Source: an optimization exercise on an open RTL-to-GDS flow (aim: small area, a short achievable clock period and few clock cycles). Production flows keep margins and buffers that such runs may drop. In this exercise RTL edits were held to simulation tests only and were not proved equivalent to the original. Power figures rest on the tool's default switching activity, not on a simulated workload.

[flow/run.sh]
#!/bin/bash
# synth_recipe.tcl (not shown) runs the flow's synth.tcl, then flattens the netlist and writes it again
# the make line also repeats each setting of config.mk as NAME=value (left out here)
make -C /OpenROAD-flow-scripts/flow DESIGN_CONFIG=/design/flow/config.mk WORK_HOME=/design/flow/orfs CLKGATE_MAP_FILE= SYNTH_SCRIPT=/design/flow/synth_recipe.tcl finish
[flow/constraint.sdc]
create_clock -name core_clock -period 8.0 [get_ports {clock}]
set_input_delay 1.6000 -clock core_clock [delete_from_list [all_inputs] [get_ports {clock}]]
set_output_delay 1.6000 -clock core_clock [all_outputs]
set_load 0.01 [all_outputs]
[flow/config.mk]
export PLATFORM = sky130hd
export DESIGN_NAME = hough_line_sort_merge
export DESIGN_NICKNAME = hough_line_sort_merge
export VERILOG_FILES = /design/flow/design.v
export SDC_FILE = /design/flow/constraint.sdc
export NUM_CORES = 4
export LEC_CHECK = 0
export CAP_MARGIN = 20
export CORE_MARGIN = 2
export CORE_UTILIZATION = 55
export CTS_CLUSTER_DIAMETER = 120
export CTS_CLUSTER_SIZE = 20
export PLACE_DENSITY = 0.65
export SETUP_SLACK_MARGIN = 5
export SLEW_MARGIN = 20
[flow/design.v]
package hlsm_pkg;
   localparam int MaxLines   = 64;
   localparam int CountWidth = $clog2(MaxLines + 1);
   localparam int DistWidth  = 16;
   localparam int AngleWidth = 15;
   localparam logic [AngleWidth-1:0] TolReset      = 15'd1638;
   localparam logic [AngleWidth-1:0] SkipLowReset  = 15'd12288;
   localparam logic [AngleWidth-1:0] SkipHighReset = 15'd13517;
   localparam int CsrIndexWidth = 2;
   localparam logic [CsrIndexWidth-1:0] CsrMergeTol  = 2'd0;
   localparam logic [CsrIndexWidth-1:0] CsrSkipLow   = 2'd1;
   localparam logic [CsrIndexWidth-1:0] CsrSkipHigh  = 2'd2;
   typedef struct packed {
      logic signed [DistWidth-1:0] distance;
      logic [AngleWidth-1:0]       angle;
   } line_type;
   typedef struct packed {
      logic insert;   
      logic shift;    
   } cell_ctl_type;
   typedef struct packed {
      logic [AngleWidth-1:0] merge_tol;
      logic [AngleWidth-1:0] skip_low;
      logic [AngleWidth-1:0] skip_high;
   } csr_type;
endpackage
module hlsm_cell (
   input  logic                  clock,
   input  hlsm_pkg::cell_ctl_type ctl,
   input  hlsm_pkg::line_type    new_line,       
   input  logic                  new_tag,
   input  logic                  new_ge,         
   input  logic [hlsm_pkg::DistWidth-1:0] cmp_distance,   
   input  hlsm_pkg::line_type    prev_line,
   input  logic                  prev_tag,
   input  logic                  prev_keep,
   input  logic                  prev_ge,
   input  hlsm_pkg::line_type    next_line,
   input  logic                  next_tag,
   input  logic                  next_keep,
   input  logic                  next_ge,
   input  logic                  occupied_next,   
   input  logic                  complete_next,   
   output hlsm_pkg::line_type    line_out,
   output logic                  tag_out,
   output logic                  keep_out,
   output logic                  complete_out,
   output logic                  ge_out
);
   localparam int W  = hlsm_pkg::DistWidth + hlsm_pkg::AngleWidth + 1;
   localparam int DW = hlsm_pkg::DistWidth;
   logic [W-1:0] data_ff;
   logic [W-1:0] data_in;
   logic         ge_in;
   logic         kept_ff;        
   logic         complete_ff;    
   logic         take_new, take_next, take_prev, load;
   function automatic logic rho_ge(input logic [DW-1:0] a, input logic [DW-1:0] b);
      logic [DW-1:0] ua, ub;
      logic          ge;
      ua = {~a[DW-1], a[DW-2:0]};
      ub = {~b[DW-1], b[DW-2:0]};
      ge = 1'b1;
      for (int k = 0; k < DW; k++) begin
         ge = (ua[k] & ~ub[k]) | (~(ua[k] ^ ub[k]) & ge);
      end
      rho_ge = ge;
   endfunction
   assign ge_out = rho_ge(data_ff[W-1:W-DW], cmp_distance);
   assign keep_out     = complete_ff || kept_ff;
   assign complete_out = complete_ff;
   assign take_new  = ctl.insert && (ctl.shift ? (keep_out && !next_keep)
                                               : (!keep_out && prev_keep));
   assign load      = ctl.shift ? (!ctl.insert || keep_out) : (ctl.insert && !keep_out);
   assign take_next = ctl.shift && (!ctl.insert || next_keep);
   assign take_prev = ctl.insert && !ctl.shift && !keep_out && !prev_keep;
   assign data_in = ({W{!load}}     & data_ff)
                  | ({W{take_prev}} & {prev_line, prev_tag})
                  | ({W{take_next}} & {next_line, next_tag})
                  | ({W{take_new}}  & {new_line, new_tag});
   assign ge_in = !load    ? ge_out
                : take_new  ? new_ge
                : take_next ? next_ge
                :             prev_ge;
   always_ff @(posedge clock) begin
      data_ff <= data_in;
   end
   always_ff @(posedge clock) begin
      kept_ff     <= occupied_next && ge_in;
      complete_ff <= complete_next;
   end
   assign line_out = data_ff[W-1:1];
   assign tag_out  = data_ff[0];
endmodule
module hlsm_walk (
   input  logic                 clock,
   input  logic                 reset,
   input  logic                 step,        
   input  hlsm_pkg::line_type   head_line,
   input  logic [hlsm_pkg::AngleWidth-1:0] next_angle,
   input  logic                 last_line,
   input  hlsm_pkg::csr_type    csr,
   output logic                 room_next,   
   output logic                 out_valid,
   input  logic                 out_ready,
   output hlsm_pkg::line_type   out_line,
   output logic                 out_keep,
   output logic                 out_last
);
   localparam int AW = hlsm_pkg::AngleWidth;
   localparam int DW = hlsm_pkg::DistWidth;
   localparam int QN = 3;
   localparam int LW = DW + AW;
   logic                 wk_valid_ff;
   hlsm_pkg::line_type   wk_line_ff;
   logic                 wk_last_ff;
   logic                 wk_close_ff;
   logic signed [DW-1:0] run_distance_ff, run_distance_in;
   logic [AW-1:0]        run_angle_ff, run_angle_in;
   logic                 run_open_ff, run_open_in;
   logic                 em_valid_ff, em_valid_in;
   hlsm_pkg::line_type   em_line_ff, em_line_in;
   logic                 em_last_ff, em_last_in;
   logic [QN-1:0]        q_valid_ff, q_valid_in;
   logic [QN-1:0][LW-1:0] q_line_ff, q_line_in;    
   logic [QN-1:0]        q_keep_ff, q_keep_in;
   logic [QN-1:0]        q_last_ff, q_last_in;
   logic                 close;
   logic [AW:0]          angle_sum;
   logic signed [DW:0]   dist_sum;
   logic signed [DW:0]   dist_sum1;
   hlsm_pkg::line_type   avg_line;
   logic                 emit;
   hlsm_pkg::line_type   emit_line;
   logic                 em_keep;
   logic                 pop;
   logic                 push;
   function automatic logic diff_below(input logic [AW-1:0] a, input logic [AW-1:0] b,
                                       input logic [AW-1:0] t);
      logic [AW+1:0] x, y, z, s, c, r;
      x = {2'b00, a};
      y = ~{2'b00, b};
      z = ~{2'b00, t};
      s = x ^ y ^ z;
      c = {(x[AW:0] & y[AW:0]) | (x[AW:0] & z[AW:0]) | (y[AW:0] & z[AW:0]), 1'b0};
      r = s + c + (AW+2)'(2);
      diff_below = r[AW+1];
   endfunction
   assign close = !last_line
               && diff_below(head_line.angle, next_angle, csr.merge_tol)
               && diff_below(next_angle, head_line.angle, csr.merge_tol);
   always_ff @(posedge clock) begin
      if (reset) begin
         wk_valid_ff <= 1'b0;
      end else begin
         wk_valid_ff <= step;
      end
   end
   always_ff @(posedge clock) begin
      if (step) begin
         wk_line_ff  <= head_line;
         wk_last_ff  <= last_line;
         wk_close_ff <= close;
      end
   end
   assign angle_sum = {1'b0, run_angle_ff} + {1'b0, wk_line_ff.angle};
   assign dist_sum  = {run_distance_ff[DW-1], run_distance_ff}
                    + {wk_line_ff.distance[DW-1], wk_line_ff.distance};
   assign dist_sum1 = {run_distance_ff[DW-1], run_distance_ff}
                    + {wk_line_ff.distance[DW-1], wk_line_ff.distance} + (DW+1)'(1);
   assign avg_line.distance = dist_sum[DW] ? dist_sum1[DW:1] : dist_sum[DW:1];
   assign avg_line.angle    = angle_sum[AW:1];
   assign emit_line = run_open_ff ? avg_line : wk_line_ff;
   assign emit      = wk_valid_ff && !wk_close_ff;
   always_comb begin
      run_distance_in = run_distance_ff;
      run_angle_in    = run_angle_ff;
      run_open_in     = run_open_ff;
      if (wk_valid_ff) begin
         run_distance_in = emit_line.distance;
         run_angle_in    = emit_line.angle;
         run_open_in     = wk_close_ff;
      end
   end
   assign pop     = q_valid_ff[0] && out_ready;
   assign push    = em_valid_ff && (!q_valid_ff[QN-1] || pop);
   assign em_keep = !((em_line_ff.angle > csr.skip_low) && (em_line_ff.angle < csr.skip_high));
   always_comb begin
      em_valid_in = emit || (em_valid_ff && !push);
      em_line_in  = em_line_ff;
      em_last_in  = em_last_ff;
      if (wk_valid_ff) begin
         em_line_in = emit_line;
         em_last_in = wk_last_ff;
      end
   end
   always_comb begin
      q_valid_in = q_valid_ff;
      q_line_in  = q_line_ff;
      q_keep_in  = q_keep_ff;
      q_last_in  = q_last_ff;
      if (pop) begin
         q_valid_in = {1'b0, q_valid_ff[2:1]};
         q_line_in  = {q_line_ff[2], q_line_ff[2:1]};
         q_keep_in  = {q_keep_ff[2], q_keep_ff[2:1]};
         q_last_in  = {q_last_ff[2], q_last_ff[2:1]};
      end
      if (push) begin
         if (!q_valid_in[0]) begin
            q_valid_in[0] = 1'b1;
            q_line_in[0]  = em_line_ff;
            q_keep_in[0]  = em_keep;
            q_last_in[0]  = em_last_ff;
         end else if (!q_valid_in[1]) begin
            q_valid_in[1] = 1'b1;
            q_line_in[1]  = em_line_ff;
            q_keep_in[1]  = em_keep;
            q_last_in[1]  = em_last_ff;
         end else begin
            q_valid_in[2] = 1'b1;
            q_line_in[2]  = em_line_ff;
            q_keep_in[2]  = em_keep;
            q_last_in[2]  = em_last_ff;
         end
      end
   end
   assign room_next = !((step && em_valid_in && q_valid_in[1])
                     || ((step || em_valid_in) && q_valid_in[2]));
   always_ff @(posedge clock) begin
      if (reset) begin
         run_open_ff <= 1'b0;
         em_valid_ff <= 1'b0;
         q_valid_ff  <= '0;
      end else begin
         run_open_ff <= run_open_in;
         em_valid_ff <= em_valid_in;
         q_valid_ff  <= q_valid_in;
      end
   end
   always_ff @(posedge clock) begin
      run_distance_ff <= run_distance_in;
      run_angle_ff    <= run_angle_in;
      em_line_ff      <= em_line_in;
      em_last_ff      <= em_last_in;
      q_line_ff       <= q_line_in;
      q_keep_ff       <= q_keep_in;
      q_last_ff       <= q_last_in;
   end
   assign out_valid = q_valid_ff[0];
   assign out_line  = hlsm_pkg::line_type'(q_line_ff[0]);
   assign out_keep  = q_keep_ff[0];
   assign out_last  = q_last_ff[0];
endmodule
module hough_line_sort_merge (
   input  logic        clock,
   input  logic        reset,
   input  logic [31:0] req_tdata,
   input  logic        req_tlast,
   input  logic        req_tvalid,
   output logic        req_tready,
   output logic [31:0] rsp_tdata,
   output logic        rsp_tuser,    
   output logic        rsp_tlast,
   output logic        rsp_tvalid,
   input  logic        rsp_tready,
   input  logic        csr_valid,
   output logic        csr_ready,
   input  logic [hlsm_pkg::CsrIndexWidth-1:0] csr_index,
   input  logic [hlsm_pkg::AngleWidth-1:0]    csr_data
);
   localparam int N  = hlsm_pkg::MaxLines;
   localparam int CW = hlsm_pkg::CountWidth;
   localparam int DW = hlsm_pkg::DistWidth;
   localparam int AW = hlsm_pkg::AngleWidth;
   logic                in_valid_ff, in_valid_in;
   hlsm_pkg::line_type  in_line_ff, in_line_in;
   logic                in_last_ff, in_last_in;
   logic                ins_valid_ff, ins_valid_in;    
   hlsm_pkg::line_type  ins_line_ff, ins_line_in;
   logic                ins_tag_ff, ins_tag_in;
   logic                ins_done_ff, ins_done_in;   
   logic [CW-1:0]       occ_ff, occ_in;         
   logic [CW-1:0]       cmpl_ff, cmpl_in;       
   logic [CW-1:0]       occ_plus, occ_minus, cmpl_minus;
   logic [N-1:0]        cell_complete;
   logic [N+1:0]        occ_therm;               
   logic [CW-1:0]       set_count_ff, set_count_in;
   logic                tag_ff, tag_in;         
   hlsm_pkg::csr_type   csr_ff, csr_in;
   logic                drop;
   logic                advance;
   logic                full_next;
   logic                req_tready_ff;          
   logic                walk_step_in;
   logic                occ_full_ff;            
   logic                occ_near_ff;            
   logic                walk_ready_in;
   logic                walk_step_ff;           
   logic                room_next;
   logic                set_done;
   logic                do_insert;
   logic                walk_step;
   logic                last_line;
   logic                new_ge;
   hlsm_pkg::cell_ctl_type ctl;
   logic [N-1:0][DW+AW-1:0] cell_line;   
   logic [N-1:0]        cell_tag;
   logic [N-1:0]        cell_keep;
   logic [N-1:0]        cell_ge;
   hlsm_pkg::line_type  out_line;
   function automatic logic count_above(input logic [CW-1:0] c, input int k);
      logic gt;
      gt = 1'b0;
      for (int b = 0; b < CW; b++) begin
         if (k[b]) gt = c[b] & gt;
         else      gt = c[b] | gt;
      end
      count_above = gt;
   endfunction
   assign csr_ready  = 1'b1;
   assign do_insert  = ins_valid_ff;
   assign occ_plus   = occ_ff + CW'(do_insert);
   assign occ_minus  = occ_plus - CW'(1);
   assign cmpl_minus = cmpl_ff - CW'(1);
   assign occ_in     = walk_step ? occ_minus : occ_plus;
   assign drop       = (set_count_ff == CW'(N));
   assign full_next  = (occ_full_ff && (do_insert == walk_step))
                    || (occ_near_ff && do_insert && !walk_step);
   assign advance    = in_valid_ff && (drop || !full_next);
   assign req_tready = req_tready_ff;
   assign set_done   = ins_done_ff;
   always_comb begin
      in_valid_in = in_valid_ff && !advance;
      in_line_in  = in_line_ff;
      in_last_in  = in_last_ff;
      if (req_tready) begin
         in_valid_in         = req_tvalid;
         in_line_in.distance = req_tdata[DW-1:0];
         in_line_in.angle    = req_tdata[DW+AW-1:DW];
         in_last_in          = req_tlast;
      end
   end
   always_comb begin
      ins_valid_in = advance && !drop;
      ins_line_in  = in_line_ff;
      ins_tag_in   = tag_ff;
      ins_done_in  = advance && in_last_ff;
   end
   assign new_ge = ($signed(ins_line_ff.distance) >= $signed(in_line_ff.distance));
   assign ctl.insert = do_insert;
   assign ctl.shift  = walk_step;
   always_comb begin
      csr_in = csr_ff;
      if (csr_valid) begin
         unique case (csr_index)
            hlsm_pkg::CsrMergeTol: csr_in.merge_tol = csr_data;
            hlsm_pkg::CsrSkipLow:  csr_in.skip_low  = csr_data;
            hlsm_pkg::CsrSkipHigh: csr_in.skip_high = csr_data;
            default:               csr_in = csr_ff;
         endcase
      end
   end
   assign walk_step_in = walk_ready_in && room_next;
   always_ff @(posedge clock) begin
      if (reset) begin
         req_tready_ff <= 1'b1;
      end else begin
         req_tready_ff <= !in_valid_in
                       || (set_count_in == CW'(N))
                       || !(((occ_in == CW'(N)) && (ins_valid_in == walk_step_in))
                            || ((occ_in == CW'(N - 1)) && ins_valid_in && !walk_step_in));
      end
   end
   assign walk_step     = walk_step_ff;
   assign walk_ready_in = set_done ? (occ_in != '0)
                                   : (walk_step ? (cmpl_ff > CW'(1)) : (cmpl_ff != '0));
   always_comb begin
      cmpl_in      = set_done ? occ_in : (walk_step ? cmpl_minus : cmpl_ff);
      set_count_in = (advance && in_last_ff) ? '0 : (set_count_ff + CW'(advance && !drop));
      tag_in       = tag_ff ^ (advance && in_last_ff);
   end
   always_ff @(posedge clock) begin
      if (reset) begin
         in_valid_ff      <= 1'b0;
         ins_valid_ff     <= 1'b0;
         ins_done_ff      <= 1'b0;
         occ_ff           <= '0;
         occ_full_ff      <= 1'b0;
         occ_near_ff      <= 1'b0;
         walk_step_ff     <= 1'b0;
         cmpl_ff          <= '0;
         set_count_ff     <= '0;
         tag_ff           <= 1'b0;
         csr_ff.merge_tol <= hlsm_pkg::TolReset;
         csr_ff.skip_low  <= hlsm_pkg::SkipLowReset;
         csr_ff.skip_high <= hlsm_pkg::SkipHighReset;
      end else begin
         in_valid_ff  <= in_valid_in;
         ins_valid_ff <= ins_valid_in;
         ins_done_ff  <= ins_done_in;
         occ_ff       <= occ_in;
         occ_full_ff  <= (occ_in == CW'(N));
         occ_near_ff  <= (occ_in == CW'(N - 1));
         walk_step_ff  <= walk_step_in;
         cmpl_ff      <= cmpl_in;
         set_count_ff <= set_count_in;
         tag_ff       <= tag_in;
         csr_ff       <= csr_in;
      end
   end
   always_ff @(posedge clock) begin
      in_line_ff <= in_line_in;
      in_last_ff <= in_last_in;
      ins_line_ff <= ins_line_in;
      ins_tag_ff  <= ins_tag_in;
   end
   always_comb begin
      occ_therm[0]   = 1'b1;
      occ_therm[N+1] = 1'b0;
      for (int k = 0; k < N; k++) begin
         occ_therm[k+1] = count_above(occ_ff, k);
      end
   end
   for (genvar i = 0; i < N; i++) begin : g_cell
      hlsm_pkg::line_type prev_line;
      hlsm_pkg::line_type next_line;
      logic               prev_tag;
      logic               next_tag;
      logic               prev_keep;
      logic               next_keep;
      logic               prev_ge;
      logic               next_ge;
      logic               occupied;
      logic               complete;
      assign occupied = !reset && ((do_insert && !walk_step) ? occ_therm[i]
                                 : (walk_step && !do_insert) ? occ_therm[i+2]
                                 :                             occ_therm[i+1]);
      if (i == N - 1) begin : g_last
         assign complete = !reset && (set_done ? occupied : (!walk_step && cell_complete[i]));
      end else begin : g_inner
         assign complete = !reset && (set_done ? occupied
                                    : (walk_step ? cell_complete[i+1] : cell_complete[i]));
      end
      if (i == 0) begin : g_head
         assign prev_line = ins_line_ff;
         assign prev_tag  = ins_tag_ff;
         assign prev_keep = 1'b1;
         assign prev_ge   = new_ge;
      end else begin : g_body
         assign prev_line = cell_line[i-1];
         assign prev_tag  = cell_tag[i-1];
         assign prev_keep = cell_keep[i-1];
         assign prev_ge   = cell_ge[i-1];
      end
      if (i == N - 1) begin : g_tail
         assign next_line = '0;
         assign next_tag  = 1'b0;
         assign next_keep = 1'b0;
         assign next_ge   = 1'b0;
      end else begin : g_mid
         assign next_line = cell_line[i+1];
         assign next_tag  = cell_tag[i+1];
         assign next_keep = cell_keep[i+1];
         assign next_ge   = cell_ge[i+1];
      end
      hlsm_cell u_cell (
         .clock     (clock),
         .ctl       (ctl),
         .new_line  (ins_line_ff),
         .new_tag   (ins_tag_ff),
         .new_ge    (new_ge),
         .cmp_distance (in_line_ff.distance),
         .prev_line (prev_line),
         .prev_tag  (prev_tag),
         .prev_keep (prev_keep),
         .prev_ge   (prev_ge),
         .next_line (next_line),
         .next_tag  (next_tag),
         .next_keep (next_keep),
         .next_ge   (next_ge),
         .occupied_next (occupied),
         .complete_next (complete),
         .line_out  (cell_line[i]),
         .tag_out   (cell_tag[i]),
         .keep_out  (cell_keep[i]),
         .complete_out (cell_complete[i]),
         .ge_out    (cell_ge[i])
      );
   end
   assign last_line = (cmpl_ff < CW'(2)) || (cell_tag[1] != cell_tag[0]);
   hlsm_walk u_walk (
      .clock      (clock),
      .reset      (reset),
      .step       (walk_step),
      .head_line  (cell_line[0]),
      .next_angle (cell_line[1][AW-1:0]),
      .last_line  (last_line),
      .csr        (csr_ff),
      .room_next  (room_next),
      .out_valid  (rsp_tvalid),
      .out_ready  (rsp_tready),
      .out_line   (out_line),
      .out_keep   (rsp_tuser),
      .out_last   (rsp_tlast)
   );
   assign rsp_tdata = {1'b0, out_line.angle, out_line.distance};
endmodule
==> impl_metrics.env, run 1 <==
export IMPL_status="complete, no violations"
export IMPL_ys_ff_latch=2484
export IMPL_fmax_ghz=0.318
export IMPL_grt_pass1_wl_um=747000
export IMPL_dieArea_um2=236000
export IMPL_ios=92
export IMPL_htree_num_levels=4
export IMPL_io_buffers=88
export IMPL_cts_buffers_inserted=142
export IMPL_grt_pass1_vias=111752
export IMPL_finalMaxSlewViolations=0
export IMPL_antenna_found_initial=18
export IMPL_rows=176
export IMPL_end_kind="register"
export IMPL_synth_nets=15962
export IMPL_post_route_period_util_pct=39.3
export IMPL_coreArea_um2=231000
export IMPL_synth_edff_count=130
export IMPL_clock_latency_ps=860
export IMPL_final_area_um2=140000
export IMPL_synth_area_um2=128000
export IMPL_place_congestion=0.933
export IMPL_critPathLaunchType="register"
export IMPL_min_period_ps=3140
export IMPL_vdd_drop_max_mv=0.245
export IMPL_reg2reg_slack_ps=4860
export IMPL_finalWirelength_um=521000
export IMPL_setup_viol=0
export IMPL_rsz0062_at_grt="yes"
export IMPL_drt_iter0_drc=27711
export IMPL_async_reset_ff_share_pct=0
export IMPL_fin_nets=15253
export IMPL_hpwl_um=322000
export IMPL_timing_rr_end="g_cell[41].u_cell.kept_ff"
export IMPL_cts_tree="done"
export IMPL_fp_dieW_um=486
export IMPL_hold_start="in_line_ff[11]"
export IMPL_max_cap_viol_count=0
export IMPL_die_h_um=486
export IMPL_drc=0
export IMPL_vias_per_cell=7.25
export IMPL_grt_max_degree=78
export IMPL_finish_utilization_pct=60.5
export IMPL_grt_use_total_pct=41.2
export IMPL_dr_total_vias=123983
export IMPL_finalHoldViolCount=0
export IMPL_areaGrowthSynthToFinish_pct=9.13
export IMPL_cts_root_buffer="clkbuf_16"
export IMPL_slew_headroom_pct=16.5
export IMPL_final_antenna_net_count=0
export IMPL_cp_required_ps=8740
export IMPL_final_common_cell="nand2_1"
export IMPL_postPlaceCellArea_um2=130000
export IMPL_final_cell_mix="4454 x nand2_1, 2289 x dfxtp_1, 2048 x a222oi_1"
export IMPL_power_density_nw_per_um2=375
export IMPL_cp_data_arrival_time_ps=3880
export IMPL_r2r_start="in_line_ff[16]"
export IMPL_yosys_warnings=3
export IMPL_hold_depth=0
export IMPL_fin_hold_ws_ps=343
export IMPL_synthFlopType="dfxtp_1"
export IMPL_numClockSinks=2484
export IMPL_yosysUniqueCellTypes=91
export IMPL_min_to="ins_line_ff[11]"
export IMPL_reg2regPathDepth=13
export IMPL_initial_core_util_pct=55.5
export IMPL_yosysSeqAreaShare_pct=39.9
export IMPL_drive_above_1_share_pct=9.11
export IMPL_fill_cells=19588
export IMPL_cts_max_path_buffers=3
export IMPL_grt_ovfl_total=0
export IMPL_worst_pin_slew_ps=1250
export IMPL_post_drt_wl_per_cell_um=30.4
export IMPL_synth_cells=14717
export IMPL_avgSynthCellArea_um2=8.69
export IMPL_critical_path_class="reg -> reg"
export IMPL_clkTransAtPathRegs_ps=90
export IMPL_fin_tns_setup_ps=0
export IMPL_worstHoldPathType="reg -> reg"
export IMPL_cp_max_fo=9
export IMPL_skew_ps=36.9
export IMPL_dr_pass1_iters=22
export IMPL_p_leak_nw=62.3
==> metrics by stage <==
stage / setup WS, ps / power [mW] / instances
after floorplan: 4090 / 34.5 / 14717
after global placement: 3360 / 41.0 / 16670
after detailed placement: 3280 / 42.0 / 16671
after CTS: 4860 / 50.4 / 16994
after global routing: 4770 / 54.8 / 17087
final: 4860 / 52.3 / 17097
==> cells by family (layout without fill, tap and decap cells) <==
group | Yosys count | count (layout) | share of synthesized area, %
AO/OA/AOI/OAI | 3679 | 3681 | 24.3
XOR/XNOR | 57 | 57 | 0.396
adder cells (fa/ha/maj) | 1192 | 1192 | 11.8
buffers and inverters | 1737 | 1064 | 5.24
flip-flops | 2484 | 2484 | 39.9
multiplexers | 133 | 133 | 1.06
other | 2 | 17 | 0.00587
AND/OR/NAND/NOR | 5433 | 5443 | 17.2
==> layout make-up <==
| class | instances | area (um^2) | area share [%] |
|---|---|---|---|
| multi-input combinational | 10508 | 73600 | 52.8 |
| clock inverter | 6 | 75.1 | 0.0538 |
| timing repair inverter | 4 | 40.0 | 0.0287 |
| antenna | 15 | 37.5 | 0.0269 |
| sequential | 2484 | 51200 | 36.7 |
| timing repair buffer | 505 | 5430 | 3.89 |
| tap | 3026 | 3790 | 2.71 |
| clock buffer | 186 | 3870 | 2.77 |
| inverter | 363 | 1470 | 1.05 |
==> routing by layer <==
layer / track usage, % / vias to the layer above / wire length (um)
met5: 0 / - / 56
li1: - / 54267 / -
met4: 21.3 / 10 / 32000
met1: 58.7 / 59440 / 207000
met2: 56.3 / 9087 / 204000
met3: 11.1 / 1179 / 77500
==> worst max path at each step <==
| stage | start | end | slack, ps | depth (start not counted) |
|---|---|---|---|---|
| after floorplan | rsp_tready | req_tready_ff | 4090 | 9 |
| after global placement | walk_step_ff | g_cell[19].u_cell.kept_ff | 3360 | 9 |
| after detailed placement | walk_step_ff | g_cell[19].u_cell.kept_ff | 3280 | 9 |
| after CTS | in_line_ff[16] | g_cell[20].u_cell.kept_ff | 4860 | 13 |
| after global routing | in_line_ff[16] | g_cell[60].u_cell.kept_ff | 4770 | 14 |
| final | in_line_ff[16] | g_cell[41].u_cell.kept_ff | 4860 | 13 |
==> cell usage after synthesis (all sizes together), types with 55 or more instances <==
cell	instances	area [um^2]
a211oi	131	988
a21o	160	1200
a21oi	427	2140
a222oi	2048	20500
a31o	55	482
a31oi	92	576
and3	77	482
buf	283	1240
clkbuf	1091	4100
dfxtp	2354	47100
edfxtp	130	3900
ha	1160	14500
inv	360	1350
mux2i	118	1180
nand2	4458	16700
nand2b	98	613
nand3	93	465
nor2	319	1200
nor3	100	505
nor4	65	413
o21a	89	668
o21ai	346	1730
o31ai	83	623
==> report_power, final <==
group          switching, mW  internal [mW]
Combinational           13.0           8.73
Clock                   4.42           3.40
Sequential              6.03           16.7
==> critical path, stage by stage (launching register included) <==
cell and delay, ps:
edfxtp_1 470, clkinvlp_4 160, buf_12 190, buf_12 190
ha_1 300, a21o_1 170, a21oi_2 160, o21ai_1 110
a31o_4 260, a2111oi_4 290, o31a_1 170, buf_6 140
a221oi_1 80, o31a_1 330
==> registers in the layout, summed over array words and instances (netlist names), 3 cells and up <==
| signal | flops |
|---|---|
| cmpl_ff | 7 |
| csr_ff | 45 |
| g_cell.u_cell.complete_ff | 64 |
| g_cell.u_cell.data_ff | 2048 |
| g_cell.u_cell.kept_ff | 64 |
| in_line_ff | 31 |
| ins_line_ff | 31 |
| occ_ff | 7 |
| set_count_ff | 7 |
| u_walk.em_line_ff | 31 |
| u_walk.q_keep_ff | 3 |
| u_walk.q_last_ff | 3 |
| u_walk.q_line_ff | 93 |
| u_walk.q_valid_ff | 3 |
| u_walk.wk_line_ff | 31 |
==> what timing repair did <==
| action | CTS | global route |
|---|---|---|
| pin swaps | 90 | 105 |
| gates cloned | 32 | 14 |
| resized for setup | 483 | 266 |
| endpoints found under the hold margin | 0 | 0 |
| endpoints found under the setup margin | 2101 | 215 |
| setup buffers | 99 | 74 |
| hold buffers | 0 | 0 |
Testbench counts, summed over its fixed seeds: cycles 15,331.
==> inputs of run 2 (changes only) <==
--- a/flow/design.v
+++ b/flow/design.v
@@ -25,2 +25,24 @@
    } csr_type;
+   function automatic logic [16:0] add17(input logic [16:0] a, input logic [16:0] b,
+                                         input logic cin);
+      logic [16:0] g, p, gg, pp;
+      logic [17:0] c;
+      g  = a & b;
+      p  = a ^ b;
+      gg = g;
+      pp = p;
+      for (int l = 0; l < 5; l++) begin
+         for (int i = 0; i < 17; i++) begin
+            if (((i >> l) & 1) == 1) begin
+               gg[i] = gg[i] | (pp[i] & gg[((i >> l) << l) - 1]);
+               pp[i] = pp[i] & pp[((i >> l) << l) - 1];
+            end
+         end
+      end
+      c[0] = cin;
+      for (int i = 0; i < 17; i++) begin
+         c[i+1] = gg[i] | (pp[i] & cin);
+      end
+      add17 = p ^ c[16:0];
+   endfunction
 endpackage
@@ -80,6 +102,6 @@
                   | ({W{take_new}}  & {new_line, new_tag});
-   assign ge_in = !load    ? ge_out
-                : take_new  ? new_ge
-                : take_next ? next_ge
-                :             prev_ge;
+   assign ge_in = (!load     && occupied_next && ge_out)
+               || (take_new  && occupied_next && new_ge)
+               || (take_next && occupied_next && next_ge)
+               || (take_prev && occupied_next && prev_ge);
    always_ff @(posedge clock) begin
@@ -88,3 +110,3 @@
    always_ff @(posedge clock) begin
-      kept_ff     <= occupied_next && ge_in;
+      kept_ff     <= ge_in;
       complete_ff <= complete_next;
@@ -128,3 +150,3 @@
    logic                 close;
-   logic [AW:0]          angle_sum;
+   logic [AW+1:0]        angle_sum;
    logic signed [DW:0]   dist_sum;
@@ -165,7 +187,7 @@
    end
-   assign angle_sum = {1'b0, run_angle_ff} + {1'b0, wk_line_ff.angle};
-   assign dist_sum  = {run_distance_ff[DW-1], run_distance_ff}
-                    + {wk_line_ff.distance[DW-1], wk_line_ff.distance};
-   assign dist_sum1 = {run_distance_ff[DW-1], run_distance_ff}
-                    + {wk_line_ff.distance[DW-1], wk_line_ff.distance} + (DW+1)'(1);
+   assign angle_sum = hlsm_pkg::add17({2'b00, run_angle_ff}, {2'b00, wk_line_ff.angle}, 1'b0);
+   assign dist_sum  = hlsm_pkg::add17({run_distance_ff[DW-1], run_distance_ff},
+                                      {wk_line_ff.distance[DW-1], wk_line_ff.distance}, 1'b0);
+   assign dist_sum1 = hlsm_pkg::add17({run_distance_ff[DW-1], run_distance_ff},
+                                      {wk_line_ff.distance[DW-1], wk_line_ff.distance}, 1'b1);
    assign avg_line.distance = dist_sum[DW] ? dist_sum1[DW:1] : dist_sum[DW:1];
==> run 2 against run 1 <==
- die area down 0.62%
- global-route usage down 2.7 points
- sequential power up 2%
- maximum frequency up 0.20%
- sequential share of layout area up 0.69 points
- critical path depth down 2
- final cell count down 1.6%
- critical path type unchanged
- sequential cell count unchanged
- power about the same
- area after synthesis down 0.63%
- clock skew up 11 ps
==> impl_metrics.env, run 2 <==
export IMPL_slowest_stage="or4_4"
export IMPL_yosysSeqAreaShare_pct=40.2
export IMPL_synth_top_area_share_pct=37.1
export IMPL_use_met3_pct=7.41
export IMPL_final_area_um2=137000
export IMPL_rows=176
export IMPL_reg2regPathDepth=11
export IMPL_cts_max_path_buffers=3
export IMPL_final_cells=16822
export IMPL_grt_use_total_pct=38.5
export IMPL_yosys_area_top_type="dfxtp_1"
export IMPL_p_seq_share_pct=44.5
export IMPL_use_met1_pct=45.2
export IMPL_grt_ovfl_total=0
export IMPL_cp_data_arrival_time_ps=3850
export IMPL_fmax_ghz=0.319
export IMPL_synth_edff_count=130
export IMPL_hold_depth=0
export IMPL_cp_cell_sequence="clkinvlp_4, buf_6, buf_12, ha_1, or4_4, nor3_4, nand3_1, o21bai_4, and3_4, a222oi_1, a21oi_1"
export IMPL_grt_busiest_layer="met2"
export IMPL_htree_num_levels=4
export IMPL_intPower_mw=29.5
export IMPL_synthFlopType="dfxtp_1"
export IMPL_finalMaxSlewViolations=0
export IMPL_synth_nets=15780
export IMPL_timing_rr_end="g_cell[38].u_cell.kept_ff"
export IMPL_cp_required_ps=8710
export IMPL_fin_hold_ws_ps=336
export IMPL_min_period_ps=3140
export IMPL_yosys_top_cells_area="dfxtp_1 37%, a222oi_1 16%, nand2_1 13%"
export IMPL_clock_latency_ps=850
export IMPL_async_reset_ff_share_pct=0
export IMPL_postPlaceCellArea_um2=129000
export IMPL_post_route_period_util_pct=39.2
export IMPL_min_to="ins_line_ff[4]"
export IMPL_areaGrowthSynthToFinish_pct=7.81
export IMPL_cp_max_fo=20
export IMPL_yosys_warnings=3
export IMPL_largest_register="g_cell.u_cell.data_ff"
export IMPL_cts_buffers_inserted=142
export IMPL_vias_per_cell=7.18
export IMPL_yosysUniqueCellTypes=81
export IMPL_slew_headroom_pct=17.9
export IMPL_p_comb_share_pct=40.7
export IMPL_end_kind="register"
export IMPL_final_common_cell="nand2_1"
export IMPL_ys_ff_latch=2484
export IMPL_final_antenna_net_count=0
export IMPL_p_leak_nw=61.0
export IMPL_numClockSinks=2484
export IMPL_ios=92
export IMPL_rsz0062_at_grt="yes"
export IMPL_clkTransAtPathRegs_ps=90
export IMPL_hold_buffers=0
export IMPL_fp_dieW_um=485
export IMPL_final_cell_mix="4393 x nand2_1, 2284 x dfxtp_1, 2073 x a222oi_1"
export IMPL_initial_core_util_pct=55.3
export IMPL_p_total_mw=52.3
export IMPL_avgSynthCellArea_um2=8.74
export IMPL_finalHoldViolCount=0
export IMPL_worstHoldPathType="reg -> reg"
export IMPL_grt_max_degree=79
export IMPL_post_drt_wl_per_cell_um=29.1
export IMPL_drt_iter0_drc=23330
export IMPL_fin_tns_setup_ps=0
export IMPL_finalWirelength_um=490000
export IMPL_hold_start="in_line_ff[4]"
export IMPL_io_buffers=88
export IMPL_setup_viol=0
export IMPL_critical_path_class="reg -> reg"
export IMPL_grt_use_met2_pct=64.0
export IMPL_largest_reg_flops=2048
export IMPL_synth_cells=14530
export IMPL_slowest_delay_ps=510
export IMPL_grt_pass1_wl_um=705000
export IMPL_r2r_start="in_line_ff[27]"
export IMPL_critPathLaunchType="register"
export IMPL_antenna_found_initial=21
export IMPL_grt_pass1_vias=112519
export IMPL_status="complete, no violations"
export IMPL_drc=0
export IMPL_worst_pin_slew_ps=1230
export IMPL_startpoint="in_line_ff[27]"
export IMPL_cts_root_buffer="clkbuf_16"
export IMPL_cts_tree="done"
export IMPL_coreArea_um2=230000
export IMPL_place_congestion=0.962
export IMPL_pwr_share_clk_pct=14.7
export IMPL_power_switching_mw=22.9
export IMPL_reg2reg_slack_ps=4860
export IMPL_power_density_nw_per_um2=382
export IMPL_dp_cells=16450
export IMPL_skew_ps=48.2
export IMPL_dieArea_um2=235000
export IMPL_reg_largest_list="g_cell.u_cell.data_ff: 2048 flops, u_walk.q_line_ff: 93 flops"
export IMPL_hpwl_um=307000
export IMPL_fin_nets=15001
export IMPL_vdd_drop_max_mv=0.251
export IMPL_max_cap_viol_count=0
export IMPL_die_h_um=485
export IMPL_dr_pass1_iters=17
export IMPL_sw_frac_of_total_pct=43.7
export IMPL_synth_area_um2=127000
export IMPL_drive_above_1_share_pct=8.09
export IMPL_synth_common_cells="4394 x nand2_1, 2354 x dfxtp_1, 2073 x a222oi_1"
export IMPL_yosysMostFrequentCell="nand2_1"
export IMPL_dr_total_vias=120738
export IMPL_fill_cells=19794
-- run 2: worst max-delay path, delay by kind of cell (launching register included) --
family,cells,cell delay [ps]
simple gates,4,1030
compound gates,3,750
buf+inv,3,470
flops,1,450
fa+ha+maj,1,240
-- run 2: worst max-delay path by stage --
stage                                endpoint  cells past startpoint  slack [ps]
global placement    g_cell[32].u_cell.kept_ff                     10        3650
finish              g_cell[38].u_cell.kept_ff                     11        4860
floorplan           g_cell[42].u_cell.kept_ff                      9        4740
detailed placement  g_cell[47].u_cell.kept_ff                     10        3440
global route        g_cell[48].u_cell.kept_ff                     12        4780
CTS                                req_tready                      2        4920
-- run 2: area by class of cell --
| class | instances | area (um^2) | share of cell area [%] |
|---|---|---|---|
| Inverter | 271 | 1210 | 0.885 |
| Timing Repair Buffer | 436 | 4620 | 3.37 |
| Antenna cell | 12 | 30.0 | 0.0219 |
| Multi-Input combinational cell | 10404 | 72200 | 52.7 |
| Clock inverter | 8 | 85.1 | 0.0621 |
| Sequential cell | 2484 | 51200 | 37.4 |
| Clock buffer | 169 | 3740 | 2.73 |
| Tap cell | 3026 | 3790 | 2.76 |
| Timing Repair inverter | 12 | 111 | 0.0813 |
-- run 2: power by group through the flow --
stage / clock network [mW] / logic [mW] / registers (mW)
after detailed placement: 0 / 19.1 / 23.3
after global routing: 8.19 / 23.3 / 23.5
after floorplan: 0 / 14.8 / 20.2
after CTS: 7.76 / 20.0 / 23.0
after global placement: 0 / 18.3 / 23.2
final: 7.71 / 21.3 / 23.3
-- run 2: timing repair --
action / CTS / global route
pin swaps: 80 / 152
buffers inserted: 76 / 59
gates cloned: 31 / 16
setup endpoints to repair: 2179 / 186
resized for setup: 517 / 255
-- run 2: kinds of logic (layout without fill, tap and decap cells) --
kind of cell	Yosys count	in the layout	synth area share [%]
AOI/OAI and AO/OA	3560	3562	24.0
xor gates and xnor gates	41	41	0.283
adders and majority gates	1197	1197	12.0
buffers and inverters	1648	896	4.99
DFF	2484	2484	40.2
muxes	96	96	0.769
other	2	14	0.00591
and+or+nand+nor	5502	5506	17.8
-- run 2: routing by layer --
layer | part of all wire [%] | vias to the layer above | wire length (um)
li1 | - | 53683 | -
met1 | 36 | 58175 | 176000
met2 | 46 | 7151 | 228000
met3 | 9.9 | 1719 | 48500
met4 | 7.7 | 10 | 37700
met5 | 0.022 | - | 106
-- run 2: metrics by stage --
stage / utilization, % / setup WS (ps)
global route: 59.6 / 4780
CTS: 58.7 / 4920
detailed placement: 55.9 / 3440
finish: 59.6 / 4860
floorplan: - / 4740
global placement: 55.8 / 3650
Testbench counts of run 2, summed over its fixed seeds: cycles 15,331.
==> inputs of run 3 (changes only) <==
--- a/flow/design.v
+++ b/flow/design.v
@@ -80,11 +80,14 @@
    function automatic logic rho_ge(input logic [DW-1:0] a, input logic [DW-1:0] b);
-      logic [DW-1:0] ua, ub;
-      logic          ge;
+      logic [DW-1:0] ua, ub, gt, eq;
       ua = {~a[DW-1], a[DW-2:0]};
       ub = {~b[DW-1], b[DW-2:0]};
-      ge = 1'b1;
-      for (int k = 0; k < DW; k++) begin
-         ge = (ua[k] & ~ub[k]) | (~(ua[k] ^ ub[k]) & ge);
+      gt = ua & ~ub;
+      eq = ~(ua ^ ub);
+      for (int w = 1; w < DW; w = w * 2) begin
+         for (int k = 0; k + w < DW; k = k + 2 * w) begin
+            gt[k] = gt[k + w] | (eq[k + w] & gt[k]);
+            eq[k] = eq[k + w] & eq[k];
+         end
       end
-      rho_ge = ge;
+      rho_ge = gt[0] | eq[0];
    endfunction
@@ -248,4 +251,16 @@
    end
-   assign room_next = !((step && em_valid_in && q_valid_in[1])
-                     || ((step || em_valid_in) && q_valid_in[2]));
+   logic room_pop, room_hold;
+   logic em_pop, em_hold;
+   logic [QN-1:0] q_pop, q_hold;
+   assign em_hold   = emit || (em_valid_ff && q_valid_ff[2]);
+   assign q_hold[0] = q_valid_ff[0] || em_valid_ff;
+   assign q_hold[1] = q_valid_ff[1] || (em_valid_ff && q_valid_ff[0] && !q_valid_ff[2]);
+   assign q_hold[2] = q_valid_ff[2] || (em_valid_ff && q_valid_ff[1]);
+   assign em_pop    = emit;
+   assign q_pop[0]  = q_valid_ff[1] || em_valid_ff;
+   assign q_pop[1]  = q_valid_ff[2] || (em_valid_ff && q_valid_ff[1]);
+   assign q_pop[2]  = em_valid_ff && q_valid_ff[2];
+   assign room_hold = !((step && em_hold && q_hold[1]) || ((step || em_hold) && q_hold[2]));
+   assign room_pop  = !((step && em_pop && q_pop[1]) || ((step || em_pop) && q_pop[2]));
+   assign room_next = pop ? room_pop : room_hold;
    always_ff @(posedge clock) begin
==> run 3 against run 2 <==
- maximum frequency down 1.8%
- global-route usage decreased by 3.0 points
- sequential power fell by 3%
- via count fell by 2.1%
- non-clock buffer count is 7 higher
- critical path depth shrank 1
- clock power barely moved
- largest cell class unchanged
- highest routed layer is now met4
- area after synthesis hardly changed
- die area is essentially flat
- final cell count is 0.61% lower
- power down 2.6%
- worst setup slack got worse by 56 ps
==> impl_metrics.env, run 3 <==
export IMPL_hold_depth=0
export IMPL_status="complete, no violations"
export IMPL_rows=176
export IMPL_areaGrowthSynthToFinish_pct=8.08
export IMPL_regArea_um2=51200
export IMPL_reg_largest_list="g_cell.u_cell.data_ff: 2048 flops, u_walk.q_line_ff: 93 flops"
export IMPL_htree_num_levels=4
export IMPL_grt_ovfl_total=0
export IMPL_finalHoldViolCount=0
export IMPL_ys_ff_latch=2484
export IMPL_synth_top_family_by_area="compound AO/OA/AOI/OAI gates"
export IMPL_synth_common_cells="4356 x nand2_1, 2354 x dfxtp_1, 2074 x a222oi_1"
export IMPL_dr_pass1_iters=15
export IMPL_synth_nets=15723
export IMPL_min_period_ps=3190
export IMPL_route_met2_wl_um=201000
export IMPL_clkTransAtPathRegs_ps=80
export IMPL_multi_input_area_um2=72600
export IMPL_final_cells=16720
export IMPL_ios=92
export IMPL_cts_root_buffer="clkbuf_16"
export IMPL_post_route_period_util_pct=39.9
export IMPL_initial_core_util_pct=55.3
export IMPL_fin_tns_setup_ps=0
export IMPL_setup_viol=0
export IMPL_skew_ps=44.9
export IMPL_final_antenna_net_count=0
export IMPL_dp_cells=16362
export IMPL_sw_frac_of_total_pct=43.6
export IMPL_largest_reg_flops=2048
export IMPL_muxShareOfSynthArea_pct=0.970
export IMPL_coreArea_um2=230000
export IMPL_yosys_area_top_type="dfxtp_1"
export IMPL_clock_latency_ps=850
export IMPL_hpwl_um=291000
export IMPL_async_reset_ff_share_pct=0
export IMPL_final_area_um2=137000
export IMPL_largest_register="g_cell.u_cell.data_ff"
export IMPL_finalMaxSlewViolations=0
export IMPL_reg2regPathDepth=10
export IMPL_vias_per_cell=7.07
export IMPL_io_buffers=88
export IMPL_drt_iter0_drc=22409
export IMPL_synth_cells=14408
export IMPL_p_leak_nw=60.7
export IMPL_synthFlopType="dfxtp_1"
export IMPL_slowest_stage="or4_4"
export IMPL_intPower_mw=28.8
export IMPL_rsz0062_at_grt="yes"
export IMPL_p_seq_share_pct=44.6
export IMPL_cp_data_arrival_time_ps=3870
export IMPL_grt_pass1_vias=111688
export IMPL_wl_met1_um=179000
export IMPL_worstHoldPathType="reg -> reg"
export IMPL_die_h_um=485
export IMPL_p_total_mw=51.0
export IMPL_drive_above_1_share_pct=8.33
export IMPL_cts_tree="done"
export IMPL_fmax_ghz=0.313
export IMPL_power_switching_mw=22.2
export IMPL_synth_area_um2=127000
export IMPL_slowest_delay_ps=530
export IMPL_yosys_warnings=3
export IMPL_cts_buffers_inserted=142
export IMPL_numClockSinks=2484
export IMPL_fin_nets=14965
export IMPL_wl_met3_um=41600
export IMPL_post_drt_wl_per_cell_um=26.4
export IMPL_post_synth_and_or_nand_nor_area_fraction_pct=16.5
export IMPL_yosysSeqAreaShare_pct=40.2
export IMPL_grt_max_degree=92
export IMPL_worst_pin_slew_ps=1210
export IMPL_place_congestion=0.919
export IMPL_yosysUniqueCellTypes=78
export IMPL_grt_use_total_pct=35.5
export IMPL_slew_headroom_pct=19.1
export IMPL_final_common_cell="nand2_1"
export IMPL_cp_max_fo=8
export IMPL_finalWirelength_um=442000
export IMPL_fp_dieW_um=485
export IMPL_dieArea_um2=235000
export IMPL_critical_path_top_delay_family="compound AO/OA/AOI/OAI gates"
export IMPL_synthXorXnorAreaFrac_pct=0.310
export IMPL_pwr_share_clk_pct=15.1
export IMPL_synth_compound_area_share_pct=24.4
export IMPL_max_cap_viol_count=0
export IMPL_p_comb_share_pct=40.3
export IMPL_cp_num_cells=10
export IMPL_dr_total_vias=118212
export IMPL_cp_required_ps=8680
export IMPL_cp_num_buf_inv=3
export IMPL_synth_adder_area_share_pct=12.6
export IMPL_yosysMostFrequentCell="nand2_1"
export IMPL_power_density_nw_per_um2=371
export IMPL_finish_utilization_pct=59.7
export IMPL_synth_top_area_share_pct=37.1
export IMPL_drc=0
export IMPL_vdd_drop_max_mv=0.252
export IMPL_avgSynthCellArea_um2=8.82
export IMPL_critPathLaunchType="register"
export IMPL_final_cell_mix="4342 x nand2_1, 2284 x dfxtp_1, 2074 x a222oi_1"
export IMPL_end_kind="register"
export IMPL_grt_pass1_wl_um=674000
export IMPL_yosys_top_cells_area="dfxtp_1 37%, a222oi_1 16%, nand2_1 13%"
export IMPL_fill_cells=19530
export IMPL_top_layer_used="met4"
export IMPL_postPlaceCellArea_um2=129000
export IMPL_cts_max_path_buffers=3
export IMPL_antenna_found_initial=13
export IMPL_synth_edff_count=130
export IMPL_cp_cell_sequence="clkinvlp_4, clkbuf_16, ha_4, or4_4, o22a_1, a31oi_4, buf_6, mux2_8, a222oi_1, a211oi_1"
export IMPL_critical_path_class="reg -> reg"
-- run 3: cell count changes in the layout (fill, tap and decap cells not counted), sizes merged, moves of 57 or more --
cell / delta
or4: -64
nand2b: -125
ha: +65
a21o: -57
o211ai: +68
a21oi: +66
o21a: -63
o21ai: -57
-- run 3: worst register-to-register path, cell delays in order (launching register included) --
cell	delay, ps
edfxtp_1	420
clkinvlp_4	170
clkbuf_16	210
ha_4	170
or4_4	530
o22a_1	210
a31oi_4	230
buf_6	140
mux2_8	430
a222oi_1	400
a211oi_1	120
-- run 3: final cells by class --
class,instances,share of cell area (%)
clock buffer,176,2.77
timing repair buffer,443,3.35
multi-input combinational,10281,52.9
sequential,2484,37.3
timing repair inverter,3,0.0173
clock inverter,6,0.0601
tap,3026,2.76
antenna,6,0.0109
inverter,295,0.869
-- run 3: routing by layer --
metal	vias to the layer above	track usage [%]
met1	57222	47.7
met5	-	0
li1	53620	-
met2	6363	56.7
met3	1007	5.15
met4	0	15.4
-- run 3: path summary, 6_finish.rpt --
check	start	end	slack [ps]
worst max-delay path	in_line_ff[21]	g_cell[42].u_cell.kept_ff	4810
worst min-delay path	in_line_ff[7]	ins_line_ff[7]	340
worst max register to register	in_line_ff[21]	g_cell[42].u_cell.kept_ff	4810
worst min register to register	in_line_ff[7]	ins_line_ff[7]	340
-- run 3: timing repair --
item / 4_1_cts / 5_1_grt
pin swaps: 96 / 152
hold buffers: 0 / 0
endpoints found under the setup margin: 1881 / 94
cloned: 17 / 4
resized for setup: 486 / 258
buffers inserted: 88 / 59
-- run 3: power by group through the flow --
stage               combinational, mW  clock (mW)  sequential (mW)
finish                           20.5        7.71             22.7
global route                     22.7        8.22             23.1
CTS                              19.4        7.79             22.4
detailed placement               18.6           0             22.8
global placement                 17.8           0             22.6
floorplan                        14.1           0             19.6
-- run 3: metrics by stage --
step / hold slack [ps] / setup slack [ps]
finish: 342 / 4810
CTS: 342 / 4830
floorplan: 323 / 4520
global placement: 323 / 3720
detailed placement: 327 / 3660
global route: 350 / 4770
-- run 3: kinds of logic (layout without fill, tap and decap cells) --
group | count (synthesis) | after routing
simple gates | 5221 | 5221
compound gates | 3625 | 3625
flops | 2484 | 2484
buf+inv | 1650 | 923
fa+ha+maj | 1261 | 1261
mux | 120 | 127
xor+xnor | 45 | 45
other cells | 2 | 8
Testbench counts of run 3, summed over its fixed seeds: cycles 15,331.
==> inputs of run 4 (changes only) <==
--- a/flow/design.v
+++ b/flow/design.v
@@ -47,2 +47,9 @@
    endfunction
+   function automatic logic rho_lo_ge(input logic [7:0] a, input logic [7:0] b);
+      rho_lo_ge = (a >= b);
+   endfunction
+   function automatic logic rho_hi_ge(input logic [7:0] a, input logic [7:0] b,
+                                      input logic lo_ge);
+      rho_hi_ge = ({~a[7], a[6:0], lo_ge} >= {~b[7], b[6:0], 1'b1});
+   endfunction
 endpackage
@@ -54,3 +61,5 @@
    input  logic                  new_ge,         
-   input  logic [hlsm_pkg::DistWidth-1:0] cmp_distance,   
+   input  logic                  new_lo,         
+   input  logic [7:0]            cmp_lo,         
+   input  logic [7:0]            cmp_hi,         
    input  hlsm_pkg::line_type    prev_line,
@@ -59,2 +68,3 @@
    input  logic                  prev_ge,
+   input  logic                  prev_lo,
    input  hlsm_pkg::line_type    next_line,
@@ -63,2 +73,3 @@
    input  logic                  next_ge,
+   input  logic                  next_lo,
    input  logic                  occupied_next,   
@@ -69,3 +80,4 @@
    output logic                  complete_out,
-   output logic                  ge_out
+   output logic                  ge_out,
+   output logic                  lo_out
 );
@@ -76,2 +88,4 @@
    logic         ge_in;
+   logic         lo_in;
+   logic         lo_ff;          
    logic         kept_ff;        
@@ -79,17 +93,4 @@
    logic         take_new, take_next, take_prev, load;
-   function automatic logic rho_ge(input logic [DW-1:0] a, input logic [DW-1:0] b);
-      logic [DW-1:0] ua, ub, gt, eq;
-      ua = {~a[DW-1], a[DW-2:0]};
-      ub = {~b[DW-1], b[DW-2:0]};
-      gt = ua & ~ub;
-      eq = ~(ua ^ ub);
-      for (int w = 1; w < DW; w = w * 2) begin
-         for (int k = 0; k + w < DW; k = k + 2 * w) begin
-            gt[k] = gt[k + w] | (eq[k + w] & gt[k]);
-            eq[k] = eq[k + w] & eq[k];
-         end
-      end
-      rho_ge = gt[0] | eq[0];
-   endfunction
-   assign ge_out = rho_ge(data_ff[W-1:W-DW], cmp_distance);
+   assign ge_out = hlsm_pkg::rho_hi_ge(data_ff[W-1:W-8], cmp_hi, lo_ff);
+   assign lo_out = hlsm_pkg::rho_lo_ge(data_ff[W-9:W-16], cmp_lo);
    assign keep_out     = complete_ff || kept_ff;
@@ -112,3 +113,8 @@
    end
+   assign lo_in = (!load     && lo_out)
+               || (take_new  && new_lo)
+               || (take_next && next_lo)
+               || (take_prev && prev_lo);
    always_ff @(posedge clock) begin
+      lo_ff       <= lo_in;
       kept_ff     <= ge_in;
@@ -314,2 +320,6 @@
    logic                in_last_ff, in_last_in;
+   logic                mid_valid_ff, mid_valid_in;    
+   hlsm_pkg::line_type  mid_line_ff, mid_line_in;
+   logic                mid_tag_ff, mid_tag_in;
+   logic                mid_done_ff, mid_done_in;
    logic                ins_valid_ff, ins_valid_in;    
@@ -321,2 +331,5 @@
    logic [CW-1:0]       occ_plus, occ_minus, cmpl_minus;
+   logic [CW-1:0]       com_ff, com_in;         
+   logic [CW-1:0]       com_plus, com_minus;
+   logic                com_full_ff;            
    logic [N-1:0]        cell_complete;
@@ -328,7 +341,4 @@
    logic                advance;
-   logic                full_next;
    logic                req_tready_ff;          
    logic                walk_step_in;
-   logic                occ_full_ff;            
-   logic                occ_near_ff;            
    logic                walk_ready_in;
@@ -341,2 +351,3 @@
    logic                new_ge;
+   logic                new_lo;
    hlsm_pkg::cell_ctl_type ctl;
@@ -346,2 +357,3 @@
    logic [N-1:0]        cell_ge;
+   logic [N-1:0]        cell_lo;
    hlsm_pkg::line_type  out_line;
@@ -363,5 +375,6 @@
    assign drop       = (set_count_ff == CW'(N));
-   assign full_next  = (occ_full_ff && (do_insert == walk_step))
-                    || (occ_near_ff && do_insert && !walk_step);
-   assign advance    = in_valid_ff && (drop || !full_next);
+   assign advance    = in_valid_ff && (drop || !com_full_ff || walk_step);
+   assign com_plus   = com_ff + CW'(advance && !drop);
+   assign com_minus  = com_plus - CW'(1);
+   assign com_in     = walk_step ? com_minus : com_plus;
    assign req_tready = req_tready_ff;
@@ -380,8 +393,13 @@
    always_comb begin
-      ins_valid_in = advance && !drop;
-      ins_line_in  = in_line_ff;
-      ins_tag_in   = tag_ff;
-      ins_done_in  = advance && in_last_ff;
+      mid_valid_in = advance && !drop;
+      mid_line_in  = in_line_ff;
+      mid_tag_in   = tag_ff;
+      mid_done_in  = advance && in_last_ff;
+      ins_valid_in = mid_valid_ff;
+      ins_line_in  = mid_line_ff;
+      ins_tag_in   = mid_tag_ff;
+      ins_done_in  = mid_done_ff;
    end
-   assign new_ge = ($signed(ins_line_ff.distance) >= $signed(in_line_ff.distance));
+   assign new_lo = hlsm_pkg::rho_lo_ge(ins_line_ff.distance[7:0], in_line_ff.distance[7:0]);
+   assign new_ge = ($signed(ins_line_ff.distance) >= $signed(mid_line_ff.distance));
    assign ctl.insert = do_insert;
@@ -404,6 +422,4 @@
       end else begin
-         req_tready_ff <= !in_valid_in
-                       || (set_count_in == CW'(N))
-                       || !(((occ_in == CW'(N)) && (ins_valid_in == walk_step_in))
-                            || ((occ_in == CW'(N - 1)) && ins_valid_in && !walk_step_in));
+         req_tready_ff <= !in_valid_in || (set_count_in == CW'(N))
+                       || (com_in != CW'(N)) || walk_step_in;
       end
@@ -421,2 +437,4 @@
          in_valid_ff      <= 1'b0;
+         mid_valid_ff     <= 1'b0;
+         mid_done_ff      <= 1'b0;
          ins_valid_ff     <= 1'b0;
@@ -424,4 +442,4 @@
          occ_ff           <= '0;
-         occ_full_ff      <= 1'b0;
-         occ_near_ff      <= 1'b0;
+         com_ff           <= '0;
+         com_full_ff      <= 1'b0;
          walk_step_ff     <= 1'b0;
@@ -435,2 +453,4 @@
          in_valid_ff  <= in_valid_in;
+         mid_valid_ff <= mid_valid_in;
+         mid_done_ff  <= mid_done_in;
          ins_valid_ff <= ins_valid_in;
@@ -438,4 +458,4 @@
          occ_ff       <= occ_in;
-         occ_full_ff  <= (occ_in == CW'(N));
-         occ_near_ff  <= (occ_in == CW'(N - 1));
+         com_ff       <= com_in;
+         com_full_ff  <= (com_in == CW'(N));
          walk_step_ff  <= walk_step_in;
@@ -450,2 +470,4 @@
       in_last_ff <= in_last_in;
+      mid_line_ff <= mid_line_in;
+      mid_tag_ff  <= mid_tag_in;
       ins_line_ff <= ins_line_in;
@@ -469,2 +491,4 @@
       logic               next_ge;
+      logic               prev_lo;
+      logic               next_lo;
       logic               occupied;
@@ -485,2 +509,3 @@
          assign prev_ge   = new_ge;
+         assign prev_lo   = new_lo;
       end else begin : g_body
@@ -490,2 +515,3 @@
          assign prev_ge   = cell_ge[i-1];
+         assign prev_lo   = cell_lo[i-1];
       end
@@ -496,2 +522,3 @@
          assign next_ge   = 1'b0;
+         assign next_lo   = 1'b0;
       end else begin : g_mid
@@ -501,2 +528,3 @@
          assign next_ge   = cell_ge[i+1];
+         assign next_lo   = cell_lo[i+1];
       end
@@ -508,3 +536,5 @@
          .new_ge    (new_ge),
-         .cmp_distance (in_line_ff.distance),
+         .new_lo    (new_lo),
+         .cmp_lo    (in_line_ff.distance[7:0]),
+         .cmp_hi    (mid_line_ff.distance[15:8]),
          .prev_line (prev_line),
@@ -513,2 +543,3 @@
          .prev_ge   (prev_ge),
+         .prev_lo   (prev_lo),
          .next_line (next_line),
@@ -517,2 +548,3 @@
          .next_ge   (next_ge),
+         .next_lo   (next_lo),
          .occupied_next (occupied),
@@ -523,3 +555,4 @@
          .complete_out (cell_complete[i]),
-         .ge_out    (cell_ge[i])
+         .ge_out    (cell_ge[i]),
+         .lo_out    (cell_lo[i])
       );
==> run 4 against run 3 <==
- clock power increased by 3.1%
- core utilization shrank 1.2 points
- still clean
- count of clock-buffer cells in the layout grew 11
- largest cell class unchanged
==> impl_metrics.env, run 4 <==
export IMPL_die_h_um=492
export IMPL_reg2reg_slack_ps=4950
export IMPL_drc=0
export IMPL_htree_num_levels=4
export IMPL_yosys_top_cells_area="dfxtp_1 38%, a222oi_1 16%, nand2_1 13%"
export IMPL_yosysSeqAreaShare_pct=40.6
export IMPL_synth_cells=14910
export IMPL_fin_tns_setup_ps=0
export IMPL_min_to="ins_line_ff[9]"
export IMPL_place_congestion=0.878
export IMPL_critical_path_top_delay_family="flip-flops"
export IMPL_r2r_start="u_walk.run_distance_ff[0]"
export IMPL_min_period_ps=3090
export IMPL_fp_dieW_um=492
export IMPL_critical_path_class="reg -> out"
export IMPL_max_cap_viol_count=0
export IMPL_clock_latency_ps=860
export IMPL_power_density_nw_per_um2=338
export IMPL_yosysUniqueCellTypes=90
export IMPL_areaGrowthSynthToFinish_pct=6.06
export IMPL_grt_pass1_vias=111930
export IMPL_clkTransAtPathRegs_ps=90
export IMPL_ios=92
export IMPL_slowest_delay_ps=500
export IMPL_final_common_cell="nand2_1"
export IMPL_post_synth_and_or_nand_nor_area_fraction_pct=16.9
export IMPL_final_cell_mix="4462 x nand2_1, 2372 x dfxtp_1, 2103 x a222oi_1"
export IMPL_dr_total_vias=120262
export IMPL_numClockSinks=2588
export IMPL_cp_data_arrival_time_ps=1490
export IMPL_grt_use_total_pct=35.0
export IMPL_synth_compound_area_share_pct=23.8
export IMPL_fill_cells=20529
export IMPL_reg2regPathDepth=12
export IMPL_drive_above_1_share_pct=6.32
export IMPL_cp_max_fo=2
export IMPL_cts_root_buffer="clkbuf_16"
export IMPL_fin_nets=15398
export IMPL_synthFlopType="dfxtp_1"
export IMPL_async_reset_ff_share_pct=0
export IMPL_hpwl_um=293000
export IMPL_dr_pass1_iters=17
export IMPL_largest_register="g_cell.u_cell.data_ff"
export IMPL_reg_largest_list="g_cell.u_cell.data_ff: 2048 flops, u_walk.q_line_ff: 93 flops"
export IMPL_avgSynthCellArea_um2=8.77
export IMPL_fmax_ghz=0.323
export IMPL_io_buffers=88
export IMPL_final_antenna_net_count=0
export IMPL_muxShareOfSynthArea_pct=0.684
export IMPL_cts_tree="done"
export IMPL_p_leak_nw=61.9
export IMPL_coreArea_um2=237000
export IMPL_critPathLaunchType="register"
export IMPL_post_drt_wl_per_cell_um=26.0
export IMPL_ys_ff_latch=2588
export IMPL_slowest_stage="dfxtp_4"
export IMPL_synth_adder_area_share_pct=12.4
export IMPL_worst_pin_slew_ps=1300
export IMPL_yosys_warnings=3
export IMPL_vdd_drop_max_mv=0.275
export IMPL_yosysMostFrequentCell="nand2_1"
export IMPL_grt_max_degree=81
export IMPL_worstHoldPathType="reg -> reg"
export IMPL_post_route_period_util_pct=38.6
export IMPL_synth_area_um2=131000
export IMPL_final_cells=17288
export IMPL_skew_ps=27.9
export IMPL_drt_iter0_drc=22562
export IMPL_setup_viol=0
export IMPL_dp_cells=17004
export IMPL_timing_rr_end="u_walk.run_distance_ff[8]"
export IMPL_synth_top_area_share_pct=37.6
export IMPL_synth_edff_count=130
export IMPL_hold_depth=0
export IMPL_initial_core_util_pct=55.2
export IMPL_hold_start="mid_line_ff[9]"
export IMPL_dieArea_um2=242000
export IMPL_vias_per_cell=6.96
export IMPL_synth_common_cells="4466 x nand2_1, 2458 x dfxtp_1, 2103 x a222oi_1"
export IMPL_finalWirelength_um=449000
export IMPL_cp_required_ps=6400
export IMPL_cp_cell_sequence="buf_6"
export IMPL_yosys_area_top_type="dfxtp_1"
export IMPL_cts_max_path_buffers=3
export IMPL_synth_top_family_by_area="compound AO/OA/AOI/OAI gates"
export IMPL_finalHoldViolCount=0
export IMPL_end_kind="primary output"
export IMPL_cts_buffers_inserted=147
export IMPL_antenna_found_initial=4
export IMPL_finalMaxSlewViolations=0
export IMPL_rsz0062_at_grt="yes"
export IMPL_synthXorXnorAreaFrac_pct=0.388
export IMPL_synth_nets=16233
export IMPL_grt_ovfl_total=0
export IMPL_rows=179
export IMPL_grt_pass1_wl_um=683000
export IMPL_slew_headroom_pct=13.1
export IMPL_cp_num_buf_inv=1
export IMPL_status="complete, no violations"
export IMPL_largest_reg_flops=2048
==> run 4: where the power goes <==
| group | switching, mW | leakage [nW] | total (mW) | internal [mW] |
|---|---|---|---|---|
| sequential | 4.80 | 21.3 | 21.7 | 16.9 |
| clock | 4.47 | 1.95 | 7.95 | 3.48 |
| combinational | 10.5 | 38.6 | 17.2 | 6.68 |
==> run 4: stage by stage <==
step | hold WS [ps] | setup slack, ps | utilization, % | area [um^2] | power [mW]
finish | 316 | 4910 | 58.5 | 139000 | 46.9
global route | 327 | 4880 | 58.5 | 139000 | 49.6
CTS | 323 | 4810 | 58.1 | 138000 | 46.1
detailed placement | 313 | 3170 | 55.9 | 133000 | 37.9
global placement | 309 | 3240 | 55.8 | 132000 | 37.0
floorplan | 310 | 4480 | - | 131000 | 31.9
==> run 4: what timing repair did <==
action / in CTS / in global routing
gates cloned: 12 / 8
pin swaps: 14 / 53
setup endpoints to repair: 1829 / 139
gates resized for setup: 325 / 128
hold buffers: 0 / 0
setup buffers: 38 / 31
==> run 4: cell type report <==
class                           count  area [um^2]  share of cell area [%]
Antenna cell                        3         7.51                 0.00541
Clock buffer                      187         3960                    2.85
Clock inverter                      5         51.3                  0.0370
Inverter                          390         1550                    1.12
Multi-Input combinational cell  10554        72000                    51.9
Sequential cell                  2588        53300                    38.4
Tap cell                         3167         3960                    2.86
Timing Repair Buffer              391         3860                    2.78
Timing Repair inverter              3         23.8                  0.0171
==> run 4: per-layer routing <==
metal  wire length [um]  up-vias  global-route usage, %
met3              47200     1032                   6.03
met1             185000    57516                   48.0
met4              23000        2                   17.1
met2             193000     7043                   53.3
li1                   -    54669                      -
met5                 15        -                      0
==> run 4: worst max-delay path by stage <==
stage | start | end | cells after the start
2_1_floorplan | in_line_ff[15] | g_cell[25].u_cell.lo_ff | 11
4_1_cts | req_tready_ff | req_tready | 1
6_report | req_tready_ff | req_tready | 1
3_5_place_dp | rsp_tready | req_tready_ff | 8
3_3_place_gp | rsp_tready | req_tready_ff | 8
5_1_grt | req_tready_ff | req_tready | 1
==> run 4: kinds of logic after synthesis <==
group	count (synthesis)
xor+xnor	58
fa+ha+maj	1270
buf+inv	1773
simple gates	5503
other cells	2
flops	2588
mux	86
compound gates	3630
==> run 4: worst register-to-register path, delay by kind of cell, from the launching register on <==
kind | cells | cell delay (ps)
muxes | 1 | 260
AOI/OAI and AO/OA | 3 | 620
DFF | 1 | 420
buffers and inverters | 3 | 350
adders and majority gates | 3 | 830
and+or+nand+nor | 1 | 250
xor gates and xnor gates | 1 | 80
Testbench counts of run 4, summed over its fixed seeds: cycles 15,367.

-- afterwards: timing with drivers on the ports --
Ports are ideal in the flow. The routed layouts listed here were re-timed in OpenROAD. Step 1 sets driving cells, clkbuf_16 on the clock port and buf_2 on the other inputs (assumed; they add their load-dependent delay and slew). Step 2 times the ports against the registers' clock, not the clock port: input delays grow and output delays shrink by t, the midpoint of the rising clock arrivals with the driver on. a / b / c = no drivers / after step 1 / after step 2; a / b = the first two.
run	t (ns)	setup WS [ns]	worst setup path at the end
run 1	0.935	4.857 / 4.842 / 4.102	input to register
run 2	0.924	4.863 / 4.862 / 4.246	input to register
run 3	0.921	4.807 / 4.807 / 4.229	input to register
run 4	0.949	4.908 / 4.810 / 4.183	input to register
After both steps setup and hold are still met in every run listed. For run 1, which loses most, drivers alone change the setup slack by -0.015 ns; drivers and shift together by -0.755 ns.
